What follows belongs to an exercise in optimizing a design on an open flow for small area, a short achievable clock period and few clock cycles per item; a production flow would make more cautious choices. The RTL was checked by simulation tests, not by an equivalence proof against the original design. Power and IR-drop figures of this design are not reliable: the tool's default activity estimate is inflated in some of its runs.

==> flow/design.v (outline; a module is shown in full before it is edited, if it fits) <==
// module gbcc_rate_tree: 645 lines
// module gbcc_temp_tree: 232 lines
// module gyro_bias_calibrate_convert: 327 lines
module gyro_bias_calibrate_convert (
	input  wire logic        clk,
	input  wire logic        arst_n,
	input  wire logic        cfg_valid,
	output logic             cfg_ready,
	input  wire logic [1:0]  cfg_addr,
	input  wire logic [15:0] cfg_data,
	input  wire logic        s_tvalid,
	output logic             s_tready,
	input  wire logic [63:0] s_tdata,
	input  wire logic [1:0]  s_tuser,
	output logic             m_tvalid,
	input  wire logic        m_tready,
	output logic [95:0]      m_tdata,
	output logic [2:0]       m_tuser
);
  // ...
==> flow/run.sh <==
#!/bin/bash
# synth_recipe.tcl (not shown) runs the flow's synth.tcl, then flattens the netlist and writes it again
# the make line also repeats each setting of config.mk as NAME=value (left out here)
make -C /OpenROAD-flow-scripts/flow DESIGN_CONFIG=/design/flow/config.mk WORK_HOME=/design/flow/orfs CLKGATE_MAP_FILE= SYNTH_SCRIPT=/design/flow/synth_recipe.tcl finish
==> flow/config.mk <==
export PLATFORM = sky130hd
export DESIGN_NAME = gyro_bias_calibrate_convert
export DESIGN_NICKNAME = gyro_bias_calibrate_convert
export VERILOG_FILES = /design/flow/design.v
export SDC_FILE = /design/flow/constraint.sdc
export NUM_CORES = 4
export LEC_CHECK = 0
export ABC_CLOCK_PERIOD_IN_PS = 3500
export CAP_MARGIN = 20
export CORE_MARGIN = 2
export CORE_UTILIZATION = 40
export GPL_TIMING_DRIVEN = 0
export SETUP_SLACK_MARGIN = 5
export SLEW_MARGIN = 20
==> flow/constraint.sdc <==
create_clock -name core_clock -period 10.0 [get_ports {clk}]
set_input_delay 2.0000 -clock core_clock [delete_from_list [all_inputs] [get_ports {clk}]]
set_output_delay 2.0000 -clock core_clock [all_outputs]
set_load 0.01 [all_outputs]
==> summary.txt, run 1 <==
Min path
The class of the most critical hold timing path is flop to flop.

Logic synthesis
sky130_fd_sc_hd__inv_1 is the most common cell in the netlist. The Yosys step of the flow raised 30 warnings.

Critical path
STA puts the critical path data required time at 10.49 ns. For this design, the slowest cell found on the critical path is sky130_fd_sc_hd__clkbuf_1. For the worst flop-to-flop path, the logic depth is 11. The maximum single-stage delay on the critical path is 0.77 ns.

Status
The flow ran to the end and the layout has no timing, DRC or antenna violations.

Layout
The cell class ranked first by area is multi-input combinational cells. The share of final layout cell area taken by clock buffers and inverters is 4.01%. The area growth from synthesis to final layout is 13.8%. The filler cells instantiated in the layout total 15796.

STA
The worst pin sits at a relative slew slack of 13.1%. The final worst slack is 4.90 ns. Setup violations remaining at the end of the flow were counted as 0.

Die
During tapcell insertion the tool placed 2175 well taps. The height of the chip is 407 um.

Detailed routing
The detailed-routing wirelength on met1 is 110 mm. The final layout contains routed wiring with a total length of 277 mm. In the final routed layout, each cell accounts on average for 29.0 um.

Job
Max-cap violations in this run came to 0.

Global routing
The overall fraction of global-route tracks in use is 32.6%. In the global route stage, met3 resource usage came out at 5.62%.

Clock network
TritonCTS built the clock tree.

Power and ir drop
Testbench counts, summed over its fixed seeds: cycles 2,256, items 1,848.
==> run 2, diff against run 1 <==
--- a/flow/config.mk
+++ b/flow/config.mk
@@ -8,7 +8,6 @@
 export ABC_CLOCK_PERIOD_IN_PS = 3500
-export CAP_MARGIN = 20
+export CAP_MARGIN = 0
 export CORE_MARGIN = 2
 export CORE_UTILIZATION = 40
-export GPL_TIMING_DRIVEN = 0
 export SETUP_SLACK_MARGIN = 5
-export SLEW_MARGIN = 20
+export SLEW_MARGIN = 0
==> run 2 against run 1 <==
Sequential share of layout area rose by 0.72 points. Largest cell class unchanged. Global-route usage fell by 8.1 points. Flip-flop and latch count did not move.
==> summary.txt, run 2 <==
Clock network
The clock buffer count from CTS is 86. The count of H-tree levels built during CTS is 3. The clock root buffer is sky130_fd_sc_hd__clkbuf_16. The clock latency on the worst-skew pair is 0.75 ns. The maximum buffer depth of the clock tree is 3. The clock slew at the register clock pins of the worst setup and hold paths is 0.06 ns. The number of clock sinks seen by CTS is 683. Hold repair after CTS inserted 0 buffers. The TritonCTS clock tree is done.

Detailed routing
The sum of routed wire length over all layers is 207 mm (-25%). The average wire length per cell after detail routing came to 22.7 um (-22%). The overall via count from detail_route is 52165.

The detailed router finished its first iteration with 4815 violations. The via density per instance is 5.70. The number of remaining DRC errors is 0. The post-detailed-route count of antenna-violating nets is 0. The first TritonRoute pass finished after 7 iterations.

Logic synthesis
The number of warning messages in the yosys log is 30 (unchanged). The number of enable flip-flop cells after synthesis is 407. In the synthesized netlist, the cells that appear most often are 632 x sky130_fd_sc_hd__inv_1, 617 x sky130_fd_sc_hd__xnor2_1, 489 x sky130_fd_sc_hd__ha_1, 439 x sky130_fd_sc_hd__nand2_1, 429 x sky130_fd_sc_hd__nor2_1.

Of all flip-flops after synthesis, the portion carrying an async set or reset was 26.4%. The most used flip-flop cell after synthesis is sky130_fd_sc_hd__edfxtp_1. Counting every instance in the synthesized netlist gives 6962. The sequential share of the synthesized area is 28.7%.

In this run, synthesis produced a sequential element count of 683. In this run, distinct cell masters in the synthesized netlist total 95. The most common cell in the synthesized netlist is sky130_fd_sc_hd__inv_1. The largest total area in the synthesized netlist belongs to sky130_fd_sc_hd__edfxtp_1. The mean area per synthesized cell is 9.34 um2.

The netlist area before placement is 65100 um2. By area the synthesized netlist is led by sky130_fd_sc_hd__edfxtp_1 19%, sky130_fd_sc_hd__fa_1 13%, sky130_fd_sc_hd__ha_1 9.4%. In this run the biggest area consumer among cell types represents 18.8% of the synthesized area.

Job
The max-cap check violation count is 0 (unchanged).

Critical path
The required time of the critical path was 8.00 ns (-2.49 ns). The nature of the critical path startpoint is an input pin. By startpoint and endpoint, the worst setup path is classified as input pin to primary output. For the worst setup path, the data arrival time is 2.98 ns. The kind of end point of the critical path is a primary output. Along the worst path, the maximum fanout reaches 4.

Layout
The number of antenna diodes is 0. Leaving out fill and tap cells, the most frequent cell in the layout is sky130_fd_sc_hd__inv_1. The largest registers in the layout are sum_q (96), m_data_q (92). Cells with a size suffix above 1 make up 5.65% of the layout. The total of fill cells in the finished design is 15562 (-1.5%). The register with the most flip-flops is sum_q. The top cell types in the final layout, fill and taps aside, are 629 x sky130_fd_sc_hd__inv_1, 617 x sky130_fd_sc_hd__xnor2_1, 489 x sky130_fd_sc_hd__ha_1. The number of flip-flops under the largest register name is 96. After routing the design area is 72000 um2. The net count of the finished layout is 7902. For this run, the number of standard cells in the final layout without fillers is 9146. The area growth from synthesis to layout is 10.7%.

Global routing
The first-pass GRT wire length is 317 mm. The number of antenna violations at the first check in global routing is 1. Entering global routing, the biggest net connects 101 pins.

The overall fraction of global-route tracks in use came to 24.5% (-8.1 points). The remaining global-route overflow is 0. The via count of the first global-routing pass is 51667.

Die
The die covers 166000 um2. Row generation in the floorplan step produced 148 rows. The total I/O pin count is 191. The horizontal die dimension is 407 um. The height of the chip is 407 um (unchanged). The placeable core region is 162000 um2. For this configuration, the core starts out at a cell density of 40.1%.

STA
The number of max-slew violations in the final report was 0. For the final database, setup skew stands at 0.0737 ns. In the final timing run, aggregate negative setup slack is 0 ns. The relative slew slack is 20.5% (+7.4 points).

The final-report setup violation count is 0 (unchanged). For the pin with the worst max-slew slack, the measured transition is 1.18 ns. Based on the critical path, the design can be clocked at up to 201 MHz.

Setup repair after global routing left no endpoint under its margin. Counting I/O delays and the setup requirement, the final critical path takes 4.98 ns. The tightest hold path in the finished design has a slack of 0.428 ns. The number of failing hold endpoints at the final stage was 0.

The period utilization is 49.8%.

Placement
The placed instance count is 8978. The instance area at placement is 68800 um2. The last weighted congestion value of the routability-driven placer is 1.00. The HPWL after detailed placement is 147 mm. The count of buffers added on input and output ports is 185.

Min path
The class of the most critical hold timing path is flop to flop.

Status
The run finished with no timing, DRC or antenna violations.
-- run 2: what timing repair did --
| item | in CTS | in global routing |
|---|---|---|
| pin swaps | 3 | 4 |
| buffers inserted | 3 | 4 |
| endpoints found under the hold margin | 0 | 0 |
| resized for setup | 26 | 20 |
| setup endpoints to repair | 136 | 73 |
-- run 2: worst paths after layout --
path / startpoint / to / slack, ns / cells after the start
worst max-delay path: m_tready / s_tready / 5.02 / 5
worst min-delay path: st1_q[1]$_SDFFCE_PP0N_ / stA_q[1]$_DFFE_PN_ / 0.43 / 0
worst max register to register: good_q[2]$_SDFFCE_PP0P_ / sum_q[1][6]$_SDFFE_PP0P_ / 5.23 / 14
worst min register to register: st1_q[1]$_SDFFCE_PP0N_ / stA_q[1]$_DFFE_PN_ / 0.43 / 0
max in group asynchronous: arst_n / nb_q[2][6]$_DFFE_PN0P_ / 6.91 / 3
min in group asynchronous: arst_n / chi_q[0][1]$_DFFE_PN0P_ / 1.16 / 1
-- run 2: metrics by stage --
step	setup slack (ns)	util (%)
3_5_place_dp	3.80	42.4
3_3_place_gp	3.79	42.4
6_report	5.02	44.4
2_1_floorplan	5.11	-
5_1_grt	5.03	44.4
4_1_cts	4.89	44.4
-- run 2: routing by layer --
layer,track usage (%),vias up,wire length (um)
li1,-,23945,-
met1,32.8,25652,88000
met2,39.1,2098,94100
met3,4.47,468,16800
met4,9.72,2,8600
met5,0,-,12
-- run 2: area by class of cell --
cell class	instances	area, um2	area share (%)
tap	2175	2720	3.78
multi-input combinational	5204	42500	59.0
sequential	683	18700	25.9
clock buffer	115	2400	3.34
inverter	635	2420	3.36
timing repair buffer	288	2660	3.69
clock inverter	46	664	0.922
-- run 2: logic make-up after synthesis --
logic type	Yosys count	synth area share (%)
AOI/OAI and AO/OA	1774	17.8
and+or+nand+nor	1511	10.9
buffers and inverters	1078	6.34
xor gates and xnor gates	922	12.5
adders and majority gates	915	22.5
DFF	683	28.7
muxes	77	1.25
other	2	0.0115
-- run 2: critical path, stage by stage --
cell and delay [ns]:
sky130_fd_sc_hd__buf_2 0.10, sky130_fd_sc_hd__nor2b_4 0.08, sky130_fd_sc_hd__or3_4 0.37, sky130_fd_sc_hd__nor2_4 0.26, sky130_fd_sc_hd__buf_6 0.15
==> module gyro_bias_calibrate_convert, before the edit <==
module gyro_bias_calibrate_convert (
	input  wire logic        clk,
	input  wire logic        arst_n,
	input  wire logic        cfg_valid,
	output logic             cfg_ready,
	input  wire logic [1:0]  cfg_addr,
	input  wire logic [15:0] cfg_data,
	input  wire logic        s_tvalid,
	output logic             s_tready,
	input  wire logic [63:0] s_tdata,
	input  wire logic [1:0]  s_tuser,
	output logic             m_tvalid,
	input  wire logic        m_tready,
	output logic [95:0]      m_tdata,
	output logic [2:0]       m_tuser
);
	function automatic logic [26:0] booth(input logic [15:0] y);
		logic [18:0] yy;
		yy = {2'b00, y, 1'b0};
		for (int i = 0; i < 9; i++) begin
			booth[i]      = yy[2*i+1] ^ yy[2*i];
			booth[9 + i]  = (yy[2*i+2] & ~yy[2*i+1] & ~yy[2*i]) | (~yy[2*i+2] & yy[2*i+1] & yy[2*i]);
			booth[18 + i] = yy[2*i+2];
		end
	endfunction
	logic [15:0] cal_samples_q;
	logic [26:0] dps_q;        
	logic        cal_q;
	logic [15:0] left_q;
	logic [15:0] good_q;
	logic        last_q;       
	logic        hold_q;       
	logic [31:0] sum_q [3];
	logic [24:0] nb_q  [3];
	logic        cb_q  [3];
	logic [15:0] chi_q [3];
	logic        cpend_q;      
	logic        div_run_q;
	logic        div_fix_q;    
	logic [3:0]  div_cnt_q;
	logic [17:0] g3_q;         
	logic        v1_q;
	logic [2:0]  st1_q;
	logic        acc1_q;       
	logic        clr1_q;       
	logic        div1_q;       
	logic        cp1_q;        
	logic [16:0] d1_q [3];     
	logic [15:0] u1_q;         
	logic        vA_q;
	logic [2:0]  stA_q;
	logic        cpA_q;
	logic [24:0] rha_q [3];
	logic [24:0] rhb_q [3];
	logic        rcy_q [3];
	logic [16:0] tha_q, thb_q;
	logic        tcy_q;
	logic        cwait_q;      
	logic        m_tvalid_q;
	logic [91:0] m_data_q;
	logic [2:0]  m_user_q;
	logic en;
	logic take;
	logic [63:0] f_data;
	logic [1:0]  f_user;
	assign en        = !m_tvalid_q || m_tready;
	assign s_tready  = en && !hold_q && !cpend_q && !cwait_q;
	assign take      = s_tvalid && s_tready;
	assign f_data    = s_tdata;
	assign f_user    = s_tuser;
	assign cfg_ready = 1'b1;
	logic        in_req, in_ok;
	logic        run_end;
	logic [15:0] good_nxt;
	logic [2:0]  st_in;
	always_comb begin
		in_req   = f_user[0];
		in_ok    = f_user[1];
		good_nxt = good_q + 16'(in_ok);
		run_end  = cal_q && last_q;
		if (in_req)
			st_in = (cal_samples_q != 16'd0) ? 3'd5 : 3'd4;
		else if (cal_q)
			st_in = run_end ? ((good_q == 16'd0 && !in_ok) ? 3'd4 : 3'd3) : 3'd2;
		else if (!in_ok)
			st_in = 3'd1;
		else
			st_in = 3'd0;
	end
	logic [16:0] d_in [3];
	logic        nobias;
	assign nobias = cal_q && !cpend_q;
	always_comb begin
		for (int a = 0; a < 3; a++) begin
			logic [24:0] d;
			d = {f_data[16*a+15], f_data[16*a +: 16], 8'd0}
			  + (nobias ? 25'd0 : nb_q[a]) + 25'(!nobias && cb_q[a]);
			d_in[a] = cpend_q ? {9'd0, d[7:0]} : d[24:8];
		end
	end
	always_ff @(posedge clk or negedge arst_n) begin
		if (!arst_n) begin
			cal_samples_q <= 16'd100;
			dps_q         <= booth(16'd4559);
		end else if (cfg_valid) begin
			case (cfg_addr)
				2'd0: cal_samples_q <= cfg_data;
				2'd1: dps_q         <= booth(cfg_data);
				default: ;
			endcase
		end
	end
	always_ff @(posedge clk or negedge arst_n) begin
		if (!arst_n)
			cal_q <= 1'b0;
		else if (take) begin
			if (in_req)
				cal_q <= (cal_samples_q != 16'd0);
			else if (cal_q && last_q)
				cal_q <= 1'b0;
		end
	end
	always_ff @(posedge clk) begin
		if (take) begin
			if (in_req) begin
				left_q <= cal_samples_q;
				last_q <= (cal_samples_q == 16'd1);
				good_q <= 16'd0;
			end else if (cal_q) begin
				good_q <= good_nxt;
				left_q <= left_q - 16'd1;
				last_q <= (left_q == 16'd2);
			end
		end
	end
	always_ff @(posedge clk or negedge arst_n) begin
		if (!arst_n) begin
			v1_q  <= 1'b0;
			cp1_q <= 1'b0;
		end else if (en) begin
			v1_q  <= take;
			cp1_q <= cpend_q && !hold_q && !cwait_q;
		end
	end
	always_ff @(posedge clk) begin
		if (en) begin
			st1_q  <= st_in;
			acc1_q <= take && !in_req && cal_q && in_ok;
			clr1_q <= take && in_req;
			div1_q <= take && !in_req && run_end && (good_q != 16'd0 || in_ok);
			for (int a = 0; a < 3; a++)
				d1_q[a] <= d_in[a];
			u1_q   <= f_data[63:48] ^ 16'h8000;
		end
	end
	wire fire1 = en && v1_q;
	logic nbl_nz;
	always_comb begin
		nbl_nz = 1'b0;
		for (int a = 0; a < 3; a++)
			nbl_nz |= cb_q[a] ? (nb_q[a][7:0] != 8'hff) : (nb_q[a][7:0] != 8'h00);
	end
	logic [31:0] sum_nxt [3];
	always_comb begin
		for (int a = 0; a < 3; a++)
			sum_nxt[a] = sum_q[a]
			           + (div_run_q ? ~{14'd0, g3_q} : acc1_q ? {{15{d1_q[a][16]}}, d1_q[a]} : 32'd0)
			           + 32'(div_run_q);
	end
	logic [15:0] dv_r  [3];
	logic [23:0] dv_q  [3];
	always_comb begin
		for (int a = 0; a < 3; a++) begin
			logic [17:0] t;
			logic [18:0] s1, s2, s3;
			logic [1:0]  d;
			t  = sum_q[a][17:0];
			s1 = {1'b0, t} - {3'd0, good_q};
			s2 = {1'b0, t} - {2'd0, good_q, 1'b0};
			s3 = sum_nxt[a][18:0];
			if (!s3[18]) begin
				d = 2'd3;
				dv_r[a] = s3[15:0];
			end else if (!s2[18]) begin
				d = 2'd2;
				dv_r[a] = s2[15:0];
			end else if (!s1[18]) begin
				d = 2'd1;
				dv_r[a] = s1[15:0];
			end else begin
				d = 2'd0;
				dv_r[a] = t[15:0];
			end
			dv_q[a] = {nb_q[a][21:0], d ^ {2{nb_q[a][24]}}};
		end
	end
	always_ff @(posedge clk) begin
		if (fire1 && div1_q)
			g3_q <= {2'd0, good_q} + {1'b0, good_q, 1'b0};
	end
	always_ff @(posedge clk) begin
		for (int a = 0; a < 3; a++) begin
			if (fire1 && clr1_q)
				sum_q[a] <= 32'd0;
			else if (fire1 && div1_q)
				sum_q[a] <= {14'd0, sum_nxt[a][31:14] ^ {18{sum_nxt[a][31]}}};
			else if (fire1 && acc1_q)
				sum_q[a] <= sum_nxt[a];
			else if (div_run_q)
				sum_q[a] <= {14'd0, dv_r[a], nb_q[a][23:22]};
		end
	end
	always_ff @(posedge clk or negedge arst_n) begin
		if (!arst_n) begin
			hold_q    <= 1'b0;
			cpend_q   <= 1'b0;
			cwait_q   <= 1'b0;
			div_run_q <= 1'b0;
			div_fix_q <= 1'b0;
			div_cnt_q <= 4'd0;
			for (int a = 0; a < 3; a++) begin
				nb_q[a] <= 25'd0;
				cb_q[a] <= 1'b0;
			end
		end else begin
			if (take && !in_req && run_end && (good_q != 16'd0 || in_ok))
				hold_q <= 1'b1;
			if (en)
				cwait_q <= cpend_q && !hold_q && !cwait_q;
			if (cfg_valid && cfg_addr == 2'd1)
				cpend_q <= nbl_nz || (cpend_q && !(en && !hold_q && !cwait_q));
			else if (en && !hold_q && !cwait_q)
				cpend_q <= 1'b0;
			if (fire1 && div1_q) begin
				for (int a = 0; a < 3; a++) begin
					logic sg;
					sg = sum_nxt[a][31];
					nb_q[a] <= {!sg, sum_nxt[a][13:0] ^ {14{sg}}, {8{sg}}, 2'b00};
				end
				div_run_q <= 1'b1;
				div_cnt_q <= 4'd11;
			end
			div_fix_q <= 1'b0;
			if (div_run_q) begin
				for (int a = 0; a < 3; a++)
					nb_q[a][23:0] <= dv_q[a];
				div_cnt_q <= div_cnt_q - 4'd1;
				if (div_cnt_q == 4'd0) begin
					div_run_q <= 1'b0;
					div_fix_q <= 1'b1;
				end
			end
			if (div_fix_q) begin
				for (int a = 0; a < 3; a++)
					cb_q[a] <= nb_q[a][24] || (sum_q[a][17:2] == good_q - 16'd1);
				hold_q    <= 1'b0;
				cpend_q   <= 1'b1;
			end
		end
	end
	logic [24:0] ha [3];
	logic [24:0] hb [3];
	logic        cy [3];
	logic [16:0] tha, thb;
	logic        tcy;
	for (genvar a = 0; a < 3; a++) begin : g_mul
		gbcc_rate_tree u_mul (.x(d1_q[a]), .c(cp1_q ? 16'd0 : chi_q[a]),
			.one(dps_q[8:0]), .two(dps_q[17:9]), .neg(dps_q[26:18]),
			.ha(ha[a]), .hb(hb[a]), .cy(cy[a]));
	end
	gbcc_temp_tree u_temp (.u(u1_q), .ha(tha), .hb(thb), .cy(tcy));
	always_ff @(posedge clk or negedge arst_n) begin
		if (!arst_n) begin
			vA_q  <= 1'b0;
			cpA_q <= 1'b0;
		end else if (en) begin
			vA_q  <= v1_q;
			cpA_q <= cp1_q;
		end
	end
	always_ff @(posedge clk) begin
		if (en) begin
			stA_q <= st1_q;
			for (int a = 0; a < 3; a++) begin
				rha_q[a] <= ha[a];
				rhb_q[a] <= hb[a];
				rcy_q[a] <= cy[a];
			end
			tha_q <= tha;
			thb_q <= thb;
			tcy_q <= tcy;
		end
	end
	logic [91:0] res;
	logic [24:0] rate [3];
	logic [16:0] temp;
	always_comb begin
		for (int a = 0; a < 3; a++)
			rate[a] = rha_q[a] + rhb_q[a] + 25'(rcy_q[a]);
		temp = tha_q + thb_q + 17'(tcy_q);
	end
	assign res = (stA_q == 3'd0) ? {temp, rate[2], rate[1], rate[0]} : 92'd0;
	always_ff @(posedge clk or negedge arst_n) begin
		if (!arst_n)
			m_tvalid_q <= 1'b0;
		else if (en)
			m_tvalid_q <= vA_q;
	end
	always_ff @(posedge clk or negedge arst_n) begin
		if (!arst_n) begin
			for (int a = 0; a < 3; a++)
				chi_q[a] <= 16'd0;
		end else if (en && cpA_q) begin
			for (int a = 0; a < 3; a++)
				chi_q[a] <= rate[a][15:0];
		end
	end
	always_ff @(posedge clk) begin
		if (en) begin
			m_data_q <= res;
			m_user_q <= stA_q;
		end
	end
	assign m_tvalid = m_tvalid_q;
	assign m_tdata  = {4'd0, m_data_q};
	assign m_tuser  = m_user_q;
endmodule
==> run 3, diff against run 2 <==
--- a/flow/design.v
+++ b/flow/design.v
@@ -1095,3 +1095,3 @@
 			hold_q    <= 1'b0;
-			cpend_q   <= 1'b0;
+			cpend_q   <= 1'b1;       
 			cwait_q   <= 1'b0;
@@ -1188,7 +1188,4 @@
 	end
-	always_ff @(posedge clk or negedge arst_n) begin
-		if (!arst_n) begin
-			for (int a = 0; a < 3; a++)
-				chi_q[a] <= 16'd0;
-		end else if (en && cpA_q) begin
+	always_ff @(posedge clk) begin
+		if (en && cpA_q) begin
 			for (int a = 0; a < 3; a++)
==> run 3 against run 2 <==
Synthesized cell count down 0.30%. Sequential share of layout area increased by 0.16 points. Setup slack better by 0.037 ns. Fmax grew 0.74%. Critical path type unchanged. Critical path depth up 1. Routed wire length increased by 4.3%. Clock skew decreased by 0.010 ns. Via count up 1.1%. Non-clock buffer count is 10 higher. Critical endpoint unchanged. Register-to-register slack lost 0.15 ns.
==> summary.txt, run 3 <==
Status
The flow ran to the end and the layout has no timing, DRC or antenna violations.

Layout
The area growth from synthesis to final layout came to 10.7% (about the same). The total of fill cells in the finished design came to 15416 (-0.94%). The number of flip-flops under the largest register name is 96 (unchanged). Leaving out fill and tap cells, the most frequent cells in the layout are 638 x sky130_fd_sc_hd__inv_1, 613 x sky130_fd_sc_hd__xnor2_1, 489 x sky130_fd_sc_hd__ha_1. The net count of the finished layout is 7884 (-0.23%).

The largest registers in the layout are sum_q (96), m_data_q (92). The register with the most flip-flops is sum_q. The commonest non-fill, non-tap cell in the layout is sky130_fd_sc_hd__inv_1.

The fraction of layout instances using a drive strength above 1 is 5.73% (+0.075 points).

Global routing
The global-route met2 utilization was 39.9% (+0.73 points). The number of antenna violations at the first check in global routing was 8 (+7). The overall fraction of global-route tracks in use is 25.3% (+0.81 points). The met1 global-route usage is 33.5% (+0.63 points). The maximum number of pins on one net before global-route repair is 84 (-17%).

The via count of the first global-routing pass came to 52368 (+1.4%). In this run the most used layer during global routing was met2. The met3 global-route usage is 5.65% (+1.2 points).

The first-pass GRT wire length is 325 mm (+2.6%). The remaining global-route overflow is 0 (unchanged).

Critical path
The largest fanout on the critical path is 7 (+3). The nature of the critical path startpoint is an input pin. The signal on the critical path passes through buf_6, nor2b_4, or3_4, nor2_4, buf_12, clkbuf_2. The required time of the critical path is 8.00 ns (about the same). The kind of cell with the highest combined delay along the critical path is simple AND/OR/NAND/NOR gates. The buffering stage count on the worst path with inverters included is 3 (+1).

The endpoint arrival time on the critical path is 2.95 ns (-0.03 ns). The startpoint-to-endpoint class of the critical path is input pin to primary output. The worst setup path is captured at a primary output. The slowest library cell on the worst path is sky130_fd_sc_hd__or3_4. The worst reg2reg path depth was 13 (-1). The cell count along the critical path is 6 (+1). The maximum single-stage delay on the critical path is 0.36 ns (about the same).

STA
The clock skew is 0.0633 ns (-0.0104 ns). The worst hold slack after final layout is 0.416 ns (-0.0115 ns). The number of max-slew violations in the final report is 0 (unchanged). Setup repair after global routing could not meet its margin everywhere. The period utilization is 49.5% (-0.37 points). The final period demand of the worst path is 4.95 ns (-0.0368 ns). The relative slew slack is 6.20% (-14 points). The final-report setup violation count came to 0 (unchanged). The number of failing hold endpoints at the final stage is 0 (unchanged). The timing-limited maximum frequency is 202 MHz (+0.74%). The transition time at the pin with the least slew margin is 1.40 ns (+0.213 ns). The final total negative setup slack came to 0 ns (unchanged).

Logic synthesis
The number of warning messages in the yosys log is 30 (unchanged). By area the synthesized netlist is led by sky130_fd_sc_hd__edfxtp_1 21%, sky130_fd_sc_hd__fa_1 13%, sky130_fd_sc_hd__ha_1 9.3%. The post-synthesis instance total is 6941 (-0.30%). The number of enable flip-flop cells after synthesis is 455 (+12%). The mean area per synthesized cell is 9.45 um2 (+1.1%). The commonest cells after synthesis are 641 x sky130_fd_sc_hd__inv_1, 613 x sky130_fd_sc_hd__xnor2_1, 489 x sky130_fd_sc_hd__ha_1, 455 x sky130_fd_sc_hd__edfxtp_1, 426 x sky130_fd_sc_hd__fa_1.

The predominant post-synthesis flop cell is sky130_fd_sc_hd__edfxtp_1. The proportion of synthesized flip-flops having asynchronous set or reset is 19.3% (-7.0 points). The count of state elements after synthesis is 683 (unchanged). The largest area contributor in the synthesized netlist is sky130_fd_sc_hd__edfxtp_1. The count of different cell masters after synthesis came to 100 (+5.3%). The most common cell in the synthesized netlist is sky130_fd_sc_hd__inv_1. The netlist area before placement is 65600 um2 (+0.80%). The sequential share of the synthesized area is 28.8% (+0.14 points). The fraction of post-synthesis cell area in the top cell type by area is 20.8% (+2.0 points).

Die
The placeable core region is 163000 um2 (+0.34%). The total I/O pin count was 191 (unchanged). The starting density of the core was 40.3% (+0.18 points).

The horizontal die dimension came to 409 um (+0.40%). The height of the chip is 409 um (+0.40%). The overall die area is 167000 um2 (+0.79%). The number of rows created at floorplan is 148 (unchanged).

Clock network
TritonCTS built the clock tree. The number of clock sinks seen by CTS is 683 (unchanged). The clock latency on the worst-skew pair is 0.75 ns (about the same). The post-cts hold buffer count is 0 (unchanged). The maximum buffer depth of the clock tree is 3 (unchanged). The count of H-tree levels built during CTS is 3 (unchanged). The clock buffer count from CTS was 89 (+3.5%).

The clock root buffer is sky130_fd_sc_hd__clkbuf_16. The clock slew at the register clock pins of the worst setup and hold paths is 0.05 ns (about the same).

Detailed routing
The sum of routed wire length over all layers came to 216 mm (+4.3%). The number of remaining DRC errors is 0 (unchanged). The length of the first detailed-routing pass in iterations is 6 (-1). The via density per instance is 5.78 (+1.3%). The violation count after the first detailed-route iteration is 4770 (-0.93%).

The average wire length per cell after detail routing was 23.7 um (+4.5%). The post-detailed-route count of antenna-violating nets is 0 (unchanged). The overall via count from detail_route is 52721 (+1.1%).

Job
The max-cap check violation count is 0 (unchanged).

Placement
The total of buffers placed on input and output ports is 185 (unchanged). The last weighted congestion value of the routability-driven placer is 0.963 (-3.9%). The detailed placer's ending HPWL is 154 mm (+4.3%).

Min path
The tightest min-delay check is of the flop to flop type. The depth of the worst hold-timing path came to 0 (unchanged).
run 3: layout make-up:
cell class | instances | area, um2 | area share [%]
Antenna cell | 2 | 5.00 | 0.00690
Clock buffer | 108 | 2390 | 3.30
Clock inverter | 53 | 633 | 0.873
Inverter | 644 | 2440 | 3.36
Multi-Input combinational cell | 5163 | 42700 | 58.8
Sequential cell | 683 | 18900 | 26.1
Tap cell | 2175 | 2720 | 3.75
Timing Repair Buffer | 298 | 2770 | 3.82
Timing Repair inverter | 1 | 5.00 | 0.00690
run 3: cell families (layout without fill, tap and decap cells):
family	count (synthesis)	count (layout)	share of synthesized area, %
AOI/OAI and AO/OA	1732	1732	17.6
and+or+nand+nor	1526	1526	11.4
buffers and inverters	1099	1104	6.46
adders and majority gates	915	915	22.3
xor gates and xnor gates	909	910	12.2
DFF	683	683	28.8
muxes	75	75	1.21
other	2	7	0.0115
run 3: metrics by stage:
stage | area (um2) | setup WS [ns] | cells | utilization, %
4_1_cts | 72400 | 4.89 | 9116 | 44.5
2_1_floorplan | 65700 | 1.34 | 6944 | -
5_1_grt | 72600 | 4.98 | 9126 | 44.6
6_report | 72600 | 5.05 | 9127 | 44.6
3_3_place_gp | 69200 | 3.52 | 8949 | 42.5
3_5_place_dp | 69200 | 3.53 | 8949 | 42.5
run 3: worst paths after layout:
path	slack [ns]	start	endpoint
setup / recovery	5.05	m_tready	s_tready
hold / removal	0.42	st1_q[1]$_SDFFCE_PP0N_	stA_q[1]$_DFFE_PN_
setup reg to reg	5.08	div_run_q$_DFF_PN0_	sum_q[1][11]$_SDFFE_PP0P_
hold reg to reg	0.42	st1_q[1]$_SDFFCE_PP0N_	stA_q[1]$_DFFE_PN_
max in group asynchronous	7.25	arst_n	dps_q[22]$_DFFE_PN0P_
min in group asynchronous	1.30	arst_n	div_cnt_q[1]$_DFFE_PN0P_
run 3: layer usage:
metal	share of wire (%)	wire length, um
met5	0.019	41
met4	4.4	9470
met3	9.0	19500
met2	45	97500
met1	42	89800
run 3: timing repair:
item,in CTS,in global routing
resized for setup,24,25
setup endpoints to repair,129,91
setup buffers,4,8
pin swaps,3,1
endpoints found under the hold margin,0,0
cloned,2,1
Testbench counts of run 3, summed over its fixed seeds: cycles 2,256, items 1,848.
==> run 4, diff against run 3 <==
--- a/flow/design.v
+++ b/flow/design.v
@@ -970,4 +970,13 @@
 	logic [16:0] d_in [3];
+	logic        pass_sel;
+	logic        pass_go;
+	logic        cb_eff [3];
+	assign pass_sel = cpend_q || div_fix_q;
+	assign pass_go  = (cpend_q && !hold_q && !cwait_q) || div_fix_q;
+	always_comb begin
+		for (int a = 0; a < 3; a++)
+			cb_eff[a] = div_fix_q ? (nb_q[a][24] || (sum_q[a][17:2] == good_q - 16'd1)) : cb_q[a];
+	end
 	logic        nobias;
-	assign nobias = cal_q && !cpend_q;
+	assign nobias = cal_q && !pass_sel;
 	always_comb begin
@@ -976,4 +985,4 @@
 			d = {f_data[16*a+15], f_data[16*a +: 16], 8'd0}
-			  + (nobias ? 25'd0 : nb_q[a]) + 25'(!nobias && cb_q[a]);
-			d_in[a] = cpend_q ? {9'd0, d[7:0]} : d[24:8];
+			  + (nobias ? 25'd0 : nb_q[a]) + 25'(!nobias && cb_eff[a]);
+			d_in[a] = pass_sel ? {9'd0, d[7:0]} : d[24:8];
 		end
@@ -1021,3 +1030,3 @@
 			v1_q  <= take;
-			cp1_q <= cpend_q && !hold_q && !cwait_q;
+			cp1_q <= pass_go;
 		end
@@ -1095,3 +1104,3 @@
 			hold_q    <= 1'b0;
-			cpend_q   <= 1'b1;       
+			cpend_q   <= 1'b0;
 			cwait_q   <= 1'b0;
@@ -1108,6 +1117,6 @@
 			if (en)
-				cwait_q <= cpend_q && !hold_q && !cwait_q;
+				cwait_q <= pass_go;
 			if (cfg_valid && cfg_addr == 2'd1)
-				cpend_q <= nbl_nz || (cpend_q && !(en && !hold_q && !cwait_q));
-			else if (en && !hold_q && !cwait_q)
+				cpend_q <= nbl_nz || (cpend_q && !(en && pass_go));
+			else if (en && pass_go)
 				cpend_q <= 1'b0;
@@ -1134,5 +1143,5 @@
 				for (int a = 0; a < 3; a++)
-					cb_q[a] <= nb_q[a][24] || (sum_q[a][17:2] == good_q - 16'd1);
+					cb_q[a] <= cb_eff[a];
 				hold_q    <= 1'b0;
-				cpend_q   <= 1'b1;
+				cpend_q   <= !en;
 			end
@@ -1188,4 +1197,7 @@
 	end
-	always_ff @(posedge clk) begin
-		if (en && cpA_q) begin
+	always_ff @(posedge clk or negedge arst_n) begin
+		if (!arst_n) begin
+			for (int a = 0; a < 3; a++)
+				chi_q[a] <= 16'd0;
+		end else if (en && cpA_q) begin
 			for (int a = 0; a < 3; a++)
--- a/flow/config.mk
+++ b/flow/config.mk
@@ -8,3 +8,3 @@
 export ABC_CLOCK_PERIOD_IN_PS = 3500
-export CAP_MARGIN = 0
+export CAP_MARGIN = 20
 export CORE_MARGIN = 2
@@ -12,2 +12,2 @@
 export SETUP_SLACK_MARGIN = 5
-export SLEW_MARGIN = 0
+export SLEW_MARGIN = 20
==> run 4 against run 3 <==
Still clean on timing, DRC and antenna. Cell count is 2.4% higher. Hold slack worse by 0.039 ns. Synthesized cell count is 1.8% higher. Non-clock buffer count is 72 higher. Clock skew is 0.0016 ns lower. Die area is 0.27% higher. Sequential share of layout area is 0.81 points lower. Count of clock-buffer cells in the layout is 1 lower.
==> summary.txt, run 4 <==
Status
The flow ran to the end and the layout has no timing, DRC or antenna violations.

Global routing
The first-pass GRT wire length is 333 mm (+2.2%). The overall fraction of global-route tracks in use is 25.6% (+0.31 points). The number of antenna violations at the first check in global routing was 15 (+7). The via count of the first global-routing pass is 53148 (+1.5%). The maximum number of pins on one net before global-route repair was 110 (+31%). The remaining global-route overflow is 0 (unchanged).

Critical path
The slowest library cell on the worst path is sky130_fd_sc_hd__edfxtp_1. The largest fanout on the critical path is 4 (-3). The required time of the critical path is 10.44 ns (+2.44 ns).

STA classifies the critical path endpoint as a flop. The nature of the critical path startpoint is a flop. The endpoint arrival time on the critical path was 5.46 ns (+2.51 ns). Walking the worst path, the cells encountered are clkinvlp_4, buf_4, ha_4, nor2b_4, and3_4, nand4_1, a21boi_2, xnor2_2, xnor2_1, nor2_1, a41oi_2, a21oi_2, and2_1, ha_2, and3_4, a41oi_2, o21a_2, o211ai_1, a31o_2, o41ai_4, o21bai_1, a21oi_1, xor2_1, nor2_1.

The maximum single-stage delay on the critical path is 0.45 ns (+0.09 ns). The worst setup path is of the flop to flop kind.

Die
The number of rows created at floorplan is 148 (unchanged). The horizontal die dimension was 409 um (+0.13%). The starting density of the core is 40.4% (+0.064 points).

The overall die area is 168000 um2 (+0.27%). The height of the chip is 409 um (+0.13%). The total I/O pin count is 191 (unchanged). The placeable core region was 163000 um2 (+0.11%).

Clock network
The count of H-tree levels built during CTS was 3 (unchanged). The post-cts hold buffer count is 0 (unchanged). The maximum buffer depth of the clock tree is 3 (unchanged). TritonCTS built the clock tree. The number of clock sinks seen by CTS is 683 (unchanged). The clock latency on the worst-skew pair is 0.74 ns (about the same). The clock slew at the register clock pins of the worst setup and hold paths came to 0.07 ns (+0.02 ns).

The clock buffer count from CTS came to 85 (-4.5%). In this run the clock root is driven by a sky130_fd_sc_hd__clkbuf_16.

STA
The clock skew is 0.0617 ns (-0.00157 ns). The timing-limited maximum frequency is 199 MHz (-1.4%). Setup repair after global routing could not meet its margin everywhere. The transition time at the pin with the least slew margin is 1.30 ns (-0.101 ns). The relative slew slack came to 13.6% (+7.4 points). The period utilization is 50.2% (+0.72 points). The worst hold slack after final layout is 0.378 ns (-0.0385 ns). The number of failing hold endpoints at the final stage is 0 (unchanged). The number of max-slew violations in the final report is 0 (unchanged). The final-report setup violation count is 0 (unchanged). The final period demand of the worst path came to 5.02 ns (+0.0723 ns).

The final total negative setup slack is 0 ns (unchanged).

Logic synthesis
Ranked by instance count, the synthesized netlist is headed by 640 x sky130_fd_sc_hd__inv_1, 592 x sky130_fd_sc_hd__xnor2_1, 485 x sky130_fd_sc_hd__ha_1, 455 x sky130_fd_sc_hd__nand2_1, 426 x sky130_fd_sc_hd__fa_1. The post-synthesis instance total is 7066 (+1.8%). The main combinational cell family by area after synthesis is adder cells. The portion of netlist area occupied by mux cells is 1.24% (+0.031 points). By area the synthesized netlist is led by sky130_fd_sc_hd__edfxtp_1 19%, sky130_fd_sc_hd__fa_1 13%, sky130_fd_sc_hd__ha_1 9.2%. The most common cell in the synthesized netlist is sky130_fd_sc_hd__inv_1.

The sequential share of the synthesized area is 28.4% (-0.45 points). The post-synthesis compound-gate area fraction is 18.5% (+0.89 points). The area share of fa/ha/maj cells after synthesis came to 22.2% (-0.14 points). In the synthesized netlist the dominant register cell turns out to be sky130_fd_sc_hd__edfxtp_1. The synthesized-area fraction occupied by xor and xnor cells is 11.7% (-0.46 points).

The number of warning messages in the yosys log is 32 (+6.7%). The count of state elements after synthesis is 683 (unchanged). The number of enable flip-flop cells after synthesis was 407 (-11%). The fraction of post-synthesis cell area in the top cell type by area came to 18.6% (-2.2 points). The proportion of synthesized flip-flops having asynchronous set or reset is 26.4% (+7.0 points). The mean area per synthesized cell is 9.31 um2 (-1.5%).

The netlist area before placement is 65800 um2 (+0.27%). The biggest area contributor in the post-synthesis netlist is sky130_fd_sc_hd__edfxtp_1. The count of different cell masters after synthesis was 93 (-7.0%). The simple-gate share of the synthesized area is 11.7% (+0.30 points).

Placement
The detailed placer's ending HPWL was 155 mm (+1.0%). The placed instance count was 9074 (+1.4%). The total of buffers placed on input and output ports was 185 (unchanged). The last weighted congestion value of the routability-driven placer came to 0.979 (+1.6%).

Detailed routing
The average wire length per cell after detail routing is 23.6 um (-0.49%). The post-detailed-route count of antenna-violating nets is 0 (unchanged). The overall via count from detail_route is 54370 (+3.1%). The number of remaining DRC errors is 0 (unchanged). The violation count after the first detailed-route iteration is 5510 (+16%). The sum of routed wire length over all layers was 220 mm (+1.9%). The length of the first detailed-routing pass in iterations is 6 (unchanged). The via density per instance is 5.82 (+0.75%).

Layout
The register with the most flip-flops is sum_q. Leaving out fill and tap cells, the most frequent cell in the layout is sky130_fd_sc_hd__inv_1. The net count of the finished layout is 8090 (+2.6%).

The fraction of layout instances using a drive strength above 1 is 7.72% (+2.0 points). The largest registers in the layout are sum_q (96), m_data_q (92). The total of fill cells in the finished design was 15575 (+1.0%). In the layout the commonest cells are 625 x sky130_fd_sc_hd__inv_1, 582 x sky130_fd_sc_hd__xnor2_1, 476 x sky130_fd_sc_hd__ha_1. The non-filler instance count after layout is 9342 (+2.4%).

From synthesis to final layout, the design area changed by 12.4%. The number of flip-flops under the largest register name came to 96 (unchanged).

Job
The max-cap check violation count is 0 (unchanged).

Min path
In this run the worst hold path is classified as flop to flop.
-- run 4: cell count changes in the layout (fill, tap and decap cells not counted), sizes merged, moves of 20 or more --
cell / change
nand2: +82
buf: +72
o21ai: +52
dfrtp: +49
edfxtp: -48
xor2: -30
and2: -29
nor3: +23
xnor2: -23
a21o: +20
-- run 4: worst max-delay path, delay by kind of cell, from the launching register on --
kind	cells	cell delay (ns)
AO/OA/AOI/OAI	10	2.16
AND/OR/NAND/NOR	7	1.09
XOR/XNOR	3	0.51
flip-flops	1	0.45
adder cells (fa/ha/maj)	2	0.31
buffers and inverters	2	0.25
-- run 4: repair_timing --
| item | in CTS | in global routing |
|---|---|---|
| pin swaps | 19 | 51 |
| setup buffers | 33 | 62 |
| gates resized for setup | 72 | 73 |
| gates cloned | 6 | 0 |
| endpoints found under the setup margin | 158 | 130 |
-- run 4: metal layers --
metal	up-vias	wire [um]	global-route usage (%)
met5	-	10	0
met4	2	9480	9.95
met3	459	18000	4.47
met2	2367	99400	40.3
met1	26823	93400	35.0
li1	24719	-	-
-- run 4: cell type report --
class / count / area (um2) / area share, %
tap: 2175 / 2720 / 3.68
sequential: 683 / 18700 / 25.3
multi-input combinational: 5302 / 43600 / 59.0
clock inverter: 50 / 636 / 0.860
antenna: 7 / 17.5 / 0.0237
timing repair buffer: 370 / 3430 / 4.64
clock buffer: 107 / 2260 / 3.06
timing repair inverter: 3 / 48.8 / 0.0660
inverter: 645 / 2530 / 3.42
-- run 4: path summary, 6_finish.rpt --
check	end	slack, ns	cells past startpoint	startpoint
setup / recovery	d1_q[0][15]$_SDFFCE_PN0N_	4.98	24	good_q[2]$_SDFFCE_PP0P_
hold / removal	stA_q[0]$_DFFE_PN_	0.38	0	st1_q[0]$_DFFE_PN_
setup reg to reg	d1_q[0][15]$_SDFFCE_PN0N_	4.98	24	good_q[2]$_SDFFCE_PP0P_
hold reg to reg	stA_q[0]$_DFFE_PN_	0.38	0	st1_q[0]$_DFFE_PN_
max in group asynchronous	cp1_q$_DFFE_PN0N_	7.47	2	arst_n
min in group asynchronous	chi_q[0][4]$_DFFE_PN0P_	1.25	1	arst_n
-- run 4: cell families after synthesis --
kind of cell,count (synthesis)
compound gates,1844
xor+xnor,866
fa+ha+maj,911
buf+inv,1087
flops,683
mux,77
other cells,2
simple gates,1596
-- run 4: through the flow --
stage | worst slack [ns] | instance area (um2) | utilization (%)
final | 4.98 | 73900 | 45.4
after global routing | 4.81 | 73900 | 45.4
after global placement | 3.62 | 69400 | 42.6
after floorplan | 4.83 | 65800 | -
after CTS | 4.72 | 73000 | 44.8
after detailed placement | 3.57 | 69500 | 42.6
Testbench counts of run 4, summed over its fixed seeds: cycles 2,232, items 1,848.

re-timing with driven ports:
Ports are ideal in the flow. The routed layouts listed here were re-timed in OpenROAD.
Step 1 sets driving cells, clkbuf_16 on the clock port and buf_2 on the other inputs (assumed; they add their load-dependent delay and slew).
Step 2 also shifts input and output timing later by t, the mid clock arrival at the registers, as if the neighbouring blocks saw the same clock.
Slacks: ideal / step 1 / step 2; pairs: ideal / step 1.
run	t, ns	setup WS [ns]	clock arrival spread, ns	worst data-port slew with drivers (ns)	cell pins on the clock port's net
run 1	0.830	4.902 / 4.902 / 4.394	0.083 / 0.083	0.05	1
run 2	0.796	5.016 / 4.990 / 4.566	0.075 / 0.075	0.06	1
run 3	0.802	5.052 / 5.007 / 4.426	0.064 / 0.063	0.22	1
run 4	0.797	4.980 / 4.980 / 4.473	0.062 / 0.063	0.14	1
After both steps setup and hold are still met in every run listed. For run 3, which loses most, drivers alone change the setup slack by -0.045 ns; drivers and shift together by -0.626 ns.
